From an optimization exercise on the open Yosys and OpenROAD flow, aimed at small area, a short achievable clock period and few clock cycles; shortcuts taken in it are not production practice. RTL that was checked went through simulation tests only; none was proved equivalent to the original. Power is estimated from default activity; no workload was simulated.

// ps2_keyboard_to_hid_report
module ps2_keyboard_to_hid_report #(
   parameter int KEY_MAP_BITS = ps2kb_pkg::KEY_MAP_BITS_DEF,
   parameter int REPORT_SLOTS = ps2kb_pkg::REPORT_SLOTS_DEF
) (
   input  wire logic                          clock,
   input  wire logic                          reset,
   input  wire logic                          req_tvalid,
   output logic                               req_tready,
   input  wire logic                          req_tuser,   
   input  wire logic [7:0]                    req_tdata,   
   output logic                               rsp_tvalid,
   input  wire logic                          rsp_tready,
   output logic [ps2kb_pkg::RSP_DATA_W-1:0]   rsp_tdata,
   input  wire logic                          csr_valid,
   output logic                               csr_ready,
   input  wire logic [9:0]                    csr_data     
);
export LEC_CHECK = 0
export ABC_CLOCK_PERIOD_IN_PS = 2500
export CAP_MARGIN = 20
export CORE_MARGIN = 2
export CORE_UTILIZATION = 60
export PLACE_DENSITY = 0.75
export SETUP_SLACK_MARGIN = 5.0
export SLEW_MARGIN = 20
create_clock -name core_clock -period 8.0 [get_ports {clock}]
run.sh (not shown) runs the stock make flow with config.mk's settings and CLKGATE_MAP_FILE= SYNTH_SCRIPT=/design/flow/synth_recipe.tcl, a recipe that flattens the netlist after the stock synthesis.
The first run ran to the end with no violations.
Then changed:
- CORE_UTILIZATION: 60 -> 40
- CTS_BUF_LIST: default -> sky130_fd_sc_hd__clkbuf_8
- CTS_CLUSTER_SIZE: default -> 30
- PLACE_DENSITY: 0.75 -> 0.6
Result: The changed run finished clean. Clock power goes down by a few percent. Area after synthesis stays the same. Total power goes down slightly. Setup slack gets better by 0.023 ns. Combinational power is about the same. Utilization went down by 24 points. Clock skew went up by 0.035 ns. Cell count went up by roughly a tenth. Wire length rises by a few percent. Design area increases by a few percent.
Then changed:
- CTS_BUF_LIST: sky130_fd_sc_hd__clkbuf_8 -> default
- CTS_CLUSTER_SIZE: 30 -> default
After rerunning: The changed run passed the timing, DRC and antenna checks; worst hold slack stays flat; combinational power drops by about 0.7%; total power climbs by 3.4%.
Then changed:
- ABC_CLOCK_PERIOD_IN_PS: 2500 -> default
- CTS_BUF_LIST: default -> sky130_fd_sc_hd__clkbuf_8
- CTS_CLUSTER_SIZE: default -> 30
Effect: Clock skew goes up by 0.029 ns; design area is about the same; worst setup slack got worse by 0.060 ns; maximum frequency goes down by a few percent; power goes down by a few percent; via count goes up slightly; final cell count goes up slightly; clock power goes down by a little under a tenth; die area is unchanged; non-clock buffer count does not change.
Function was not checked in any run of this note: the RTL went through the layout flow alone.

---

Another version of the RTL of ps2_keyboard_to_hid_report (not shown whole).
Size in the first run: roughly 1300 cells after synthesis, roughly 91 I/O pins, about 13000 um2 of cells after synthesis.
==> flow/config.mk <==
export PLATFORM = sky130hd
export DESIGN_NAME = ps2_keyboard_to_hid_report
export DESIGN_NICKNAME = ps2_keyboard_to_hid_report
export VERILOG_FILES = /design/flow/design.v
export SDC_FILE = /design/flow/constraint.sdc
export NUM_CORES = 4
export LEC_CHECK = 0
export CAP_MARGIN = 20
export CORE_MARGIN = 2
export CORE_UTILIZATION = 40
export CTS_BUF_LIST = sky130_fd_sc_hd__clkbuf_4 sky130_fd_sc_hd__clkbuf_8
export CTS_CLUSTER_DIAMETER = 50
export CTS_CLUSTER_SIZE = 20
export PLACE_DENSITY = 0.6
export SETUP_SLACK_MARGIN = 5.0
export SLEW_MARGIN = 20

export BUFFER_PORTS_ARGS = -buffer_cell sky130_fd_sc_hd__buf_1
==> flow/constraint.sdc <==
create_clock -name core_clock -period 8.0 [get_ports {clock}]
set_input_delay 1.6000 -clock core_clock [delete_from_list [all_inputs] [get_ports {clock}]]
set_output_delay 1.6000 -clock core_clock [all_outputs]
set_load 0.01 [all_outputs]
standard.sh (not shown) runs the stock make flow with config.mk's settings and CLKGATE_MAP_FILE= SYNTH_SCRIPT=/design/flow/synth_recipe.tcl, a recipe that flattens the netlist after the stock synthesis.
==> flow/flow/run.sh <==
#!/bin/bash
# The standard layout (the standard.sh, all steps), with one change to how it is made:
# the buffers that placement puts on every input and output port are buf_1 cells instead of
# the cell buffer_ports picks by default (a slow clkdlybuf4s50_1).
set -euo pipefail
printf '\nexport BUFFER_PORTS_ARGS = -buffer_cell sky130_fd_sc_hd__buf_1\n' >> config.mk
bash standard.sh > standard.log 2>&1
The starting point finished with timing, DRC and antenna clean.
Testbench counts at the start, summed over its fixed seeds: cycles 6,924.
Rerun with:
==> flow/flow/run.sh (replaced) <==
#!/bin/bash
# The standard layout (the standard.sh, all steps), with one change to how it is made:
# the buffers that placement puts on every input and output port are buf_2 cells instead of
# the cell buffer_ports picks by default (a slow clkdlybuf4s50_1).
set -euo pipefail
printf '\nexport BUFFER_PORTS_ARGS = -buffer_cell sky130_fd_sc_hd__buf_2\n' >> config.mk
bash standard.sh > standard.log 2>&1
Settings changed: BUFFER_PORTS_ARGS -buffer_cell sky130_fd_sc_hd__buf_1 to -buffer_cell sky130_fd_sc_hd__buf_2, CORE_UTILIZATION 40 to 35, PLACE_DENSITY 0.6 to 0.55.
The new run ran to the end with no violations.
Worst setup slack improves by 0.034 ns.
Global-route usage is lower by 2.3 points.
Wire length came out higher by 3.7%.
Total power grows by 0.50%.
Combinational power climbs by about 4%.
Rerun with:
Settings changed: CORE_UTILIZATION 35 to 40, PLACE_DENSITY 0.55 to 0.6, TNS_END_PERCENT from default to 0.
Cell area fell by 3.3%.
Register-to-register slack gets worse by 0.21 ns.
Via count shrinks by 1.6%.
Setup slack gets worse by 0.18 ns.
Die area shrinks by 12%.
Total power falls by 3.8%.
Rerun with:
==> flow/flow/run.sh (replaced) <==
#!/bin/bash
set -euo pipefail
printf '\nexport BUFFER_PORTS_ARGS = -buffer_cell sky130_fd_sc_hd__buf_2\nexport SETUP_SLACK_MARGIN = 5.15\n' >> config.mk
bash standard.sh > standard.log 2>&1
Settings changed: SETUP_SLACK_MARGIN 5.0 to 5.15, TNS_END_PERCENT 0 to default.
Final area rose by a few percent; clock skew rose by 0.018 ns; first-iteration DRC count rose by roughly a tenth; wire length rose by a few percent; register-to-register slack is better by 0.26 ns.
Rerun with:
==> flow/flow/run.sh (replaced) <==
#!/bin/bash
# The standard layout (the standard.sh, all steps), with one change to how it is made:
# the buffers that placement puts on every input and output port are buf_2 cells instead of
# the cell buffer_ports picks by default (a slow clkdlybuf4s50_1).
set -euo pipefail
printf '\nexport BUFFER_PORTS_ARGS = -buffer_cell sky130_fd_sc_hd__buf_2\n' >> config.mk
bash standard.sh > standard.log 2>&1
Settings changed: CORE_UTILIZATION 40 to 45, PLACE_DENSITY 0.6 to 0.65, SETUP_SLACK_MARGIN 5.15 to 5.0.
Result: Clock-buffer cell count climbs by 4; final cell count came out lower by 6.3%; via count shrinks by 1.6%; sequential share of layout area climbs by 1.8 points; core utilization increases by 3.7 points; sequential power is about the same; cell area came out lower by 4.4%; wire length decreases by 2.9%.

[afterwards: timing with drivers on the ports]
No port has a modelled driver above. Below, the same layouts with a new extraction and two added sets of constraints. Step 1 (the two cells are an assumption about what drives the block):
set clk [get_ports {clock}]
set_driving_cell -lib_cell sky130_fd_sc_hd__clkbuf_16 $clk
set_driving_cell -lib_cell sky130_fd_sc_hd__buf_2 [delete_from_list [all_inputs] $clk]
Step 2 adds t to the input delays and takes it off the output delays; t is the mean of the earliest and latest rising clock arrival at the registers after step 1. Input paths then give back, and output paths get back, about the clock's delay inside the block. Three values: ideal, step 1, step 2; two values: the first two.
run | shift t [ns] | slack for setup (ns) | worst setup path after step 2 | worst register clock-pin slew, ns
the first run of note 1 | 0.568 | 4.989 / 4.989 / 4.467 | input to register | 0.07 / 0.07
the second run of note 1 | 0.582 | 5.012 / 5.037 / 4.459 | input to register | 0.06 / 0.06
the third run of note 1 | 0.580 | 5.072 / 5.048 / 4.523 | input to register | 0.06 / 0.06
the fourth run of note 1 | 0.582 | 5.012 / 5.037 / 4.459 | input to register | 0.06 / 0.06
the first run of note 2 | 0.621 | 5.018 / 5.018 / 4.642 | input to register | 0.10 / 0.10
the second run of note 2 | 0.658 | 5.052 / 5.004 / 4.506 | input to register | 0.10 / 0.10
the third run of note 2 | 0.629 | 4.874 / 4.874 / 4.438 | input to register | 0.09 / 0.09
the fourth run of note 2 | 0.623 | 5.136 / 5.105 / 4.650 | input to register | 0.10 / 0.10
the fifth run of note 2 | 0.613 | 5.030 / 5.030 / 4.589 | input to register | 0.10 / 0.10
After both steps setup and hold are still met in every run listed.
